This design comes from an exercise in tuning for small area, a short achievable clock period and few clock cycles per item on the open sky130 flow, not from production work. For this run, only the layout was checked, not whether the RTL still works.

--- design/flow/run.sh ---
#!/bin/bash
# synth_recipe.tcl (not shown) runs the flow's synth.tcl, then flattens the netlist and writes it again
# the make line also repeats each setting of config.mk as NAME=value (left out here)
make -C /OpenROAD-flow-scripts/flow DESIGN_CONFIG=/design/flow/config.mk WORK_HOME=/design/flow/orfs CLKGATE_MAP_FILE= SYNTH_SCRIPT=/design/flow/synth_recipe.tcl finish
--- design/flow/config.mk ---
export PLATFORM = sky130hd
export DESIGN_NAME = rv_alu_mc
export DESIGN_NICKNAME = rv_alu_mc
export VERILOG_FILES = /design/flow/design.v
export SDC_FILE = /design/flow/constraint.sdc
export NUM_CORES = 4
export LEC_CHECK = 0
export CAP_MARGIN = 20
export CORE_MARGIN = 2
export CORE_UTILIZATION = 40
export SLEW_MARGIN = 20
--- design/flow/constraint.sdc ---
create_clock -name core_clock -period 8.0 [get_ports {clk}]
set_input_delay 1.6000 -clock core_clock [delete_from_list [all_inputs] [get_ports {clk}]]
set_output_delay 1.6000 -clock core_clock [all_outputs]
set_load 0.01 [all_outputs]
--- design/flow/design.v ---
module rv_alu_mc #(
    parameter int WIDTH    = 32,
    parameter bit ENABLE_M = 1'b1
) (
    input  logic             clk,
    input  logic             rst_n,
    input  logic             in_valid,
    output logic             in_ready,
    input  logic [6:0]       opcode,
    input  logic [2:0]       funct3,
    input  logic [6:0]       funct7,
    input  logic [WIDTH-1:0] op1,
    input  logic [WIDTH-1:0] op2,
    output logic             out_valid,
    input  logic             out_ready,
    output logic [WIDTH-1:0] rez,
    output logic             busy
);
    localparam int MND = 2;                           
    localparam int NCL = (17 + MND - 1) / MND;        
    localparam int NCS = (7 + MND - 1) / MND;         
    localparam int LW  = 2 * MND * NCL;               
    localparam int SB  = 2 * MND * NCS;               
    localparam int SW  = 33 + 2 * MND;                
    localparam int BW  = (LW > 32) ? LW : 32;
    localparam logic [2:0] K_ALU = 3'd0, K_MUL = 3'd1, K_NGA = 3'd2, K_NGB = 3'd3,
                           K_DVN = 3'd4, K_DIV = 3'd5, K_NGR = 3'd6, K_NGQ = 3'd7;
    localparam int O_ADD = 0, O_SUB = 1, O_SLT = 2, O_SLTU = 3, O_XOR = 4, O_OR = 5,
                   O_AND = 6, O_SLL = 7, O_SRL = 8, O_SRA = 9, O_PASS = 10;
    logic             s1_q, ov_q;
    logic [2:0]       kind_q;
    logic [10:0]      aop_q;
    logic [4:0]       cnt_q;
    logic             hi_q, short_q, rem_q, neg_q, dz_q, pb_q, sb_q;
    logic [32:0]      a_q;      
    logic [BW-1:0]    b_q;      
    logic [32:0]      m_q;      
    logic [31:0]      rez_q;
    logic        is_op, is_imm, is_m, base_op, add_op, f_mul, f_rem, s1, s2, sa, sb_;
    logic        short1, short2;
    logic [10:0] aop;
    logic [32:0] a33, b33;
    always_comb begin
        is_op   = (opcode == 7'b0110011);
        is_imm  = (opcode == 7'b0010011);
        is_m    = ENABLE_M && is_op && (funct7 == 7'b0000001);
        base_op = is_imm || (is_op && !is_m);
        add_op  = (opcode == 7'b0000011) || (opcode == 7'b0100011) || (opcode == 7'b1100111) ||
                  (opcode == 7'b1101111) || (opcode == 7'b0010111) || (opcode == 7'b1100011);
        aop = '0;
        if (base_op) begin
            case (funct3)
                3'd0: if (is_op && funct7[5]) aop[O_SUB] = 1'b1; else aop[O_ADD] = 1'b1;
                3'd1: aop[O_SLL] = 1'b1;
                3'd2: aop[O_SLT] = 1'b1;
                3'd3: aop[O_SLTU] = 1'b1;
                3'd4: aop[O_XOR] = 1'b1;
                3'd5: if (funct7[5]) aop[O_SRA] = 1'b1; else aop[O_SRL] = 1'b1;
                3'd6: aop[O_OR] = 1'b1;
                default: aop[O_AND] = 1'b1;
            endcase
        end else if (add_op) begin
            aop[O_ADD] = 1'b1;
        end else begin
            aop[O_PASS] = 1'b1;
        end
        f_mul = !funct3[2];
        f_rem = funct3[1];
        s1  = (funct3[1:0] != 2'b11) && op1[31];
        s2  = !funct3[1] && op2[31];
        a33 = {s1, op1};
        b33 = {s2, op2};
        short1 = (a33[32:SB-1] == '0) || (a33[32:SB-1] == '1);
        short2 = (b33[32:SB-1] == '0) || (b33[32:SB-1] == '1);
        sa  = !funct3[0] && op1[31];
        sb_ = !funct3[0] && op2[31];
    end
    logic          k_mul, k_alu, k_sub, t0_en, t0_inv, t1_en, t1_inv, cin;
    logic          dig_force;
    logic [SW-1:0] t0, bs, bc, bt, ymag, sumw;
    logic [SW:0]   bsum;
    logic [32:0]   sum;
    logic          lt_s, lt_u;
    always_comb begin
        k_mul  = (kind_q == K_MUL);
        k_alu  = (kind_q == K_ALU);
        k_sub  = (k_alu && !aop_q[O_ADD]) || (kind_q == K_DIV);
        t0_en  = (kind_q != K_NGB) && (kind_q != K_NGQ);
        t0_inv = (kind_q == K_NGA) || (kind_q == K_NGR);
        t1_en  = k_alu || (kind_q == K_DIV) || (kind_q == K_NGB);
        t1_inv = k_sub || (kind_q == K_NGB);
        cin    = k_sub || (kind_q == K_NGA) || (kind_q == K_NGB) || (kind_q == K_NGR);
        dig_force = (kind_q == K_NGQ);      
        t0 = t0_en ? SW'($signed(a_q)) : '0;
        if (t0_inv) t0[31:0] = ~a_q[31:0];
        bs = t0;
        bc = '0;
        for (int j = 0; j < MND; j++) begin
            logic d2, d1, d0, ng, one, two;
            d2  = k_mul && b_q[2*j+1];
            d1  = k_mul && b_q[2*j];
            d0  = k_mul && ((j == 0) ? pb_q : b_q[(j == 0) ? 0 : 2*j-1]);
            if (j == 0 && dig_force) begin
                d2 = 1'b1; d1 = 1'b0; d0 = 1'b1;
            end
            ng  = d2 && !(d1 && d0);
            one = d1 ^ d0;
            two = (d2 && !d1 && !d0) || (!d2 && d1 && d0);
            ymag = one ? SW'($signed(m_q)) : (two ? SW'($signed({m_q, 1'b0})) : '0);
            bt   = ((ymag ^ {SW{ng}}) << (2*j)) | ({SW{ng}} & ((SW'(1) << (2*j)) - SW'(1)));
            if (j == 0) begin
                if (t1_en) bt = SW'({1'b0, b_q[31:0] ^ {32{t1_inv}}});
                bc = bt;
            end else begin
                logic [SW-1:0] ns, nc;
                ns = bs ^ bc ^ bt;
                nc = ((bs & bc) | (bs & bt) | (bc & bt)) << 1;
                nc[0] = k_mul && b_q[2*j-1] &&
                        !(b_q[2*j-2] && ((j == 1) ? pb_q : b_q[(j == 1) ? 0 : 2*j-3]));
                if (j == 1 && dig_force) nc[0] = 1'b1;
                bs = ns;
                bc = nc;
            end
        end
        begin
            logic d2, d1, d0, c;
            d2 = b_q[2*MND-1];
            d1 = b_q[2*MND-2];
            d0 = (MND == 1) ? pb_q : b_q[(MND == 1) ? 0 : 2*MND-3];
            c  = k_mul ? (d2 && !(d1 && d0)) : (MND == 1) ? (cin || dig_force) : cin;
            bsum = {bs, 1'b1} + {bc, c};
        end
        sumw = bsum[SW:1];
        sum  = sumw[32:0];
        lt_u = !sum[32];
        lt_s = (a_q[31] ^ b_q[31]) ? a_q[31] : sum[31];
    end
    logic [32:0]   h_n;
    logic [LW-1:0] l_n;
    logic [31:0]   mul_res;
    always_comb begin
        h_n = sumw[SW-1:2*MND];
        l_n = {sumw[2*MND-1:0], b_q[LW-1:2*MND]};
        if (short_q) begin
            if (hi_q) mul_res = 32'($signed(h_n) >>> (32 - SB));
            else      mul_res = {h_n[31-SB:0], l_n[LW-1:LW-SB]};
        end else begin
            if (hi_q) mul_res = {h_n[63-LW:0], l_n[LW-1:32]};
            else      mul_res = l_n[31:0];
        end
    end
    logic        qbit;
    logic [31:0] r_n, q_n;
    always_comb begin
        qbit = sum[32];
        r_n  = qbit ? sum[31:0] : a_q[31:0];
        q_n  = {m_q[30:0], qbit};
    end
    function automatic logic [5:0] clz32(input logic [31:0] v);
        clz32 = 6'd32;
        for (int i = 0; i < 32; i++) if (v[i]) clz32 = 6'(31 - i);
    endfunction
    function automatic logic [31:0] rev32(input logic [31:0] v);
        for (int i = 0; i < 32; i++) rev32[i] = v[31 - i];
    endfunction
    logic [5:0]  za, zb;
    logic [6:0]  kdiff;
    logic [4:0]  kal;
    logic        k_dvn, sh_left, sh_fill;
    logic [4:0]  sh_amt;
    logic [31:0] sh_in, sh_r, sh_out;
    always_comb begin
        k_dvn = (kind_q == K_DVN);
        za    = clz32(a_q[31:0]);
        zb    = clz32(b_q[31:0]);
        kdiff = {1'b0, zb} - {1'b0, za};
        kal   = (kdiff[6] || dz_q) ? 5'd0 : kdiff[4:0];
        sh_left = k_dvn || aop_q[O_SLL];
        sh_fill = !k_dvn && aop_q[O_SRA] && a_q[31];
        sh_amt  = k_dvn ? kal : b_q[4:0];
        sh_in   = k_dvn ? b_q[31:0] : a_q[31:0];
        sh_r    = 32'($signed({sh_fill, (sh_left ? rev32(sh_in) : sh_in)}) >>> sh_amt);
        sh_out  = sh_left ? rev32(sh_r) : sh_r;
    end
    logic [31:0] alu_res;
    always_comb begin
        alu_res = ({32{aop_q[O_ADD] | aop_q[O_SUB]}} & sum[31:0])
                | ({32{aop_q[O_SLT]}}  & {31'b0, lt_s})
                | ({32{aop_q[O_SLTU]}} & {31'b0, lt_u})
                | ({32{aop_q[O_XOR]}}  & (a_q[31:0] ^ b_q[31:0]))
                | ({32{aop_q[O_OR]}}   & (a_q[31:0] | b_q[31:0]))
                | ({32{aop_q[O_AND]}}  & (a_q[31:0] & b_q[31:0]))
                | ({32{aop_q[O_SLL] | aop_q[O_SRL] | aop_q[O_SRA]}} & sh_out)
                | ({32{aop_q[O_PASS]}} & a_q[31:0]);
    end
    logic done, adv, acc;
    always_comb begin
        case (kind_q)
            K_ALU, K_NGR, K_NGQ: done = 1'b1;
            K_MUL:               done = (cnt_q == 5'd0);
            K_DIV:               done = (cnt_q == 5'd0) && !neg_q;
            default:             done = 1'b0;
        endcase
        adv      = !ov_q || out_ready;
        in_ready = !s1_q || (done && adv);
        acc      = in_valid && in_ready;
        out_valid = ov_q;
        busy      = s1_q && !ov_q;
        rez       = rez_q;
    end
    always_ff @(posedge clk or negedge rst_n) begin
        if (!rst_n) begin
            s1_q <= 1'b0;
            ov_q <= 1'b0;
        end else begin
            if (s1_q && done && adv) ov_q <= 1'b1;
            else if (out_ready)      ov_q <= 1'b0;
            if (acc)                 s1_q <= 1'b1;
            else if (done && adv)    s1_q <= 1'b0;
        end
    end
    always_ff @(posedge clk) begin
        if (acc) begin
            pb_q  <= 1'b0;
            hi_q  <= funct3[1:0] != 2'b00;
            rem_q <= f_rem;
            dz_q  <= (op2 == '0);
            sb_q  <= sb_;
            neg_q <= f_rem ? sa : ((sa ^ sb_) && (op2 != '0));
            aop_q <= is_m ? '0 : aop;
            if (is_m && f_mul) begin
                kind_q  <= K_MUL;
                short_q <= short1 || short2;
                cnt_q   <= 5'((short1 || short2) ? NCS - 1 : NCL - 1);
                a_q     <= '0;
                if (short2 || !short1) begin
                    b_q <= BW'($signed(b33));
                    m_q <= a33;
                end else begin
                    b_q <= BW'($signed(a33));
                    m_q <= b33;
                end
            end else begin
                kind_q <= !is_m ? K_ALU : sa ? K_NGA : sb_ ? K_NGB : K_DVN;
                a_q    <= {1'b0, op1};
                b_q    <= BW'(op2);
            end
        end else if (s1_q) begin
            case (kind_q)
                K_MUL: if (!done || adv) begin
                    a_q   <= h_n;
                    b_q   <= BW'(l_n);
                    pb_q  <= b_q[2*MND-1];
                    cnt_q <= cnt_q - 5'd1;
                end
                K_NGA: begin
                    kind_q <= sb_q ? K_NGB : K_DVN;
                    a_q    <= {1'b0, sum[31:0]};
                end
                K_NGB: begin
                    kind_q <= K_DVN;
                    b_q    <= BW'(sum[31:0]);
                end
                K_DVN: begin
                    kind_q <= K_DIV;
                    b_q    <= BW'(sh_out);
                    m_q    <= '0;
                    cnt_q  <= kal;
                end
                K_DIV: if (cnt_q != 5'd0 || neg_q || adv) begin
                    a_q   <= {1'b0, r_n};
                    b_q   <= BW'(b_q[31:1]);
                    m_q   <= {1'b0, q_n};
                    cnt_q <= cnt_q - 5'd1;
                    if (cnt_q == 5'd0 && neg_q) kind_q <= rem_q ? K_NGR : K_NGQ;
                end
                default: ;
            endcase
        end
        if (s1_q && done && adv) begin
            case (kind_q)
                K_ALU:   rez_q <= alu_res;
                K_MUL:   rez_q <= mul_res;
                K_DIV:   rez_q <= (dz_q && !rem_q) ? '1 : rem_q ? r_n : q_n;
                default: rez_q <= sum[31:0];
            endcase
        end
    end
endmodule
==> results.tsv <==
metric	value	unit
outcome	complete, but fails checks	
violated checks	negative setup slack	
Sink Count	162	
Vert. Die Dim	244	microns
Final ANT Viol Nets	0	
GRT Total Usage	49.6	%
Cell variety after synth	98	
IO Port Bufs	119	
EDFF count, synth	159	
Slew Viols, Final	0	
die area	0.0597	sq mm
met3 Use GR	22.0	%
Worst Setup Start Kind	flop	
sequential area share after synthesis	21.0	%
#FFs+latches synth	162	
area grow syn2layout	13.4	%
Routability Congestion	1.15	
Worst Max-Slew Pin Slew	1.26	ns
share of cells above drive strength 1	9.68	%
worst hold path class	reg -> reg	
CP peak stage delay	0.99	ns
Final Hold Violating Endpoints	0	
initial core utilization	40.3	%
syn avg cell area	7.69	sq um
met1 usage	61.9	%
Top cell by count, worst path	nor2_1	
minimum clock period	8.09	ns
setup violators final	2	
Max Cap Viol	0	
Setup crit end kind	flop	
Clock Tree Buf Depth	2	
initial antenna violation count	25	
drt via density	7.42	
slew margin rel.	15.0	%
fill cell count	5797	
Worst EP arrival	8.28	ns
Mapped Nets	3239	
dpl hpwl	116000	microns
final core occ	45.7	%
Non-Filler Instances	3836	
final clock skew	0.0382	ns
Main synth FF type	edfxtp_1	
largest net degree at the start of global routing	72	
Setup crit start	kind_q[1]	
Mapped Cells	3005	
CTS Buf Count	17	
gr busiest metal	met2	
period utilization	101	%
ys async rst share	1.23	%
global-route wire length before repair	206000	microns
Req. time, crit path	8.18	ns
worst reg2reg path depth	21	
most common cell after layout, fill and taps aside	nand2_1	
YS warnings	1	
1st-iter DRT viols	5151	
RSZ-0062 raised after global routing	false	
mean routed wirelength per cell	39.7	microns
# rows	88	
register area	0.00484	sq mm
Die Wd	244	microns
clk latency of the worst-skew pair	0.53	ns
Reg clk slew, reported paths	0.09	ns
Post-Route WL	152000	microns
Crit Path Category	reg -> reg	
I/O pin cnt	120	
FMAX	124	MHz
Crit-path slowest cell	a211oi_1	
# Post-CTS Setup Buffers	0	
critical path, cell by cell	nor2_1 > nand2_1 > nor2_1 > ha_2 > buf_4 > nor2_1 > a21oi_1 > xnor2_1 > o21ai_0 > fa_1 > ha_1 > and2_1 > nand2_1 > a211oi_1 > o31a_1 > a31oi_1 > xnor2_1 > buf_4 > mux4_2 > a211oi_1 > o21ai_0	
core area	0.0574	sq mm
via count	28500	
Final WS setup	-0.0945	ns
Setup crit end	rez_q[6]	
# H-tree levels	4	
CTS tree	done	
Max FO, Critical Path	37	
# nets final	3278	
r2r setup slk	-0.09	ns
area of the multi-input gates	0.0169	sq mm
GR Overflow Total	0	
clk root buf	clkbuf_16	
drt drc	0	
synthesized cell area	0.0231	sq mm
DR pass1 iterations	10	
Placed Cells	3789	
Worst R2R End	rez_q[6]	
met2 Usage GRT	67.2	%
R2R Path Start	kind_q[1]	
commonest non-fill, non-tap cells in the layout	nand2_1, o21ai_0, nor2_1	
vias in the first global route	25900	
[worst max-delay path: cells and delay by family, from the launching register on]
| family | cells | cell delay [ns] |
|---|---|---|
| multiplexers | 1 | 0.46 |
| adder cells (fa/ha/maj) | 3 | 1.50 |
| buffers and inverters | 2 | 0.49 |
| XOR/XNOR | 2 | 0.27 |
| flip-flops | 1 | 0.51 |
| AO/OA/AOI/OAI | 7 | 3.18 |
| AND/OR/NAND/NOR | 6 | 1.33 |
[cell usage after synthesis (7+ instances only)]
library cell | number | area share [%]
o221ai_1 | 28 | 1.1
nor2b_1 | 10 | 0.27
o31ai_1 | 12 | 0.39
o22ai_1 | 39 | 1.1
fa_1 | 38 | 3.3
or3_1 | 8 | 0.22
a32oi_1 | 10 | 0.38
edfxtp_1 | 159 | 21
xor2_1 | 19 | 0.72
a22o_1 | 8 | 0.30
and4_1 | 7 | 0.27
a311oi_1 | 7 | 0.27
nor2_1 | 276 | 4.5
o2111ai_1 | 12 | 0.46
a211oi_1 | 48 | 1.6
and2_1 | 13 | 0.35
inv_1 | 106 | 1.7
ha_1 | 111 | 6.0
a21o_1 | 31 | 1.0
mux2i_1 | 205 | 8.9
nand3_1 | 88 | 1.9
nand2_1 | 304 | 4.9
nand4_1 | 22 | 0.60
a222oi_1 | 8 | 0.35
clkbuf_1 | 197 | 3.2
mux2_2 | 17 | 0.83
buf_2 | 37 | 0.80
buf_1 | 28 | 0.46
nor4_1 | 27 | 0.73
mux4_2 | 16 | 1.6
a31oi_1 | 24 | 0.65
or2_2 | 17 | 0.46
and3_1 | 15 | 0.41
xnor2_1 | 119 | 4.5
o21ai_0 | 285 | 6.2
a211o_1 | 11 | 0.42
a221o_1 | 24 | 1.0
a22oi_1 | 16 | 0.52
nor3_1 | 70 | 1.5
a21oi_1 | 277 | 6.0
o21a_1 | 20 | 0.65
a221oi_1 | 44 | 1.7
nand2b_1 | 20 | 0.54
o211ai_1 | 41 | 1.3
[how the worst min path moves through the flow]
stage | from | endpoint | slack [ns] | depth (start not counted)
finish | sb_q | kind_q[2] | 0.67 | 1
floorplan | pb_q | pb_q | 0.53 | 2
global route | sb_q | kind_q[2] | 0.70 | 1
detailed placement | sb_q | kind_q[2] | 0.65 | 1
global placement | sb_q | kind_q[2] | 0.65 | 1
CTS | sb_q | kind_q[2] | 0.65 | 1
[metal layers]
layer  up-vias  part of all wire [%]
li1      11300                     -
met1     13700                    37
met5         -                 0.087
met2      2643                    38
met3       751                    16
met4        20                   9.0
[cells by family (layout without fill, tap and decap cells)]
group                      count (synthesis)  after routing  synth area share [%]
AOI/OAI and AO/OA                       1036           1036                  29.0
and+or+nand+nor                          905            905                  17.8
buffers and inverters                    376            428                  6.41
muxes                                    239            239                  11.3
DFF                                      162            162                  21.0
adders and majority gates                149            149                  9.31
xor gates and xnor gates                 138            138                  5.23
other                                      0             14                     0
[registers in the layout (all words and copies together), names as in the netlist]
register,count
rem_q,1
s1_q,1
pb_q,1
rez_q,32
cnt_q,5
ov_q,1
hi_q,1
a_q,33
kind_q,3
aop_q,11
sb_q,1
b_q,36
m_q,33
short_q,1
neg_q,1
dz_q,1
[area by class of cell]
cell class | instances | share of cell area, %
Multi-Input combinational cell | 2467 | 64.5
Sequential cell | 162 | 18.5
Timing Repair Buffer | 286 | 9.38
Tap cell | 765 | 3.65
Clock buffer | 18 | 1.68
Inverter | 110 | 1.58
Clock inverter | 14 | 0.602
Antenna cell | 14 | 0.134
[what timing repair did]
action	in CTS	in global routing
hold buffers	0	0
endpoints found under the setup margin	0	4
hold endpoints to repair	0	0
gates resized for setup	0	5
[per-stage QoR]
stage | hold slack (ns) | instance area, sq um | worst slack, ns | setup TNS, ns
2_1_floorplan | 0.526 | 23100 | 1.31 | 0
3_3_place_gp | 0.653 | 25500 | 0.411 | 0
3_5_place_dp | 0.650 | 25500 | 0.294 | 0
4_1_cts | 0.649 | 26100 | 0.268 | 0
5_1_grt | 0.699 | 26200 | 0.0441 | 0
6_report | 0.671 | 26200 | -0.0945 | -0.130

-- re-timing with driven ports --
In the flow no input, the clock included, has a driving cell. The finished layout below was timed again as built, in two steps.
Step 1, drivers: a clkbuf_16 drives clk and a buf_2 each remaining input, both assumed.
Step 2, shift: input delay + t, output delay - t, t = (earliest + latest rising clock arrival at the registers) / 2. This alone moves slack from input paths to output paths.
Slacks: ideal ports / drivers / drivers and shift; pairs: ideal ports / drivers.
t (ns): 0.576
slack for setup (ns): -0.094 / -0.094 / -0.094
worst setup path at the end: register to register
latest minus earliest clock arrival (ns): 0.038 / 0.038
slew at the worst register clock pin (ns): 0.10 / 0.10
For this run, drivers alone change the setup slack by 0.000 ns; drivers and shift together by 0.000 ns.
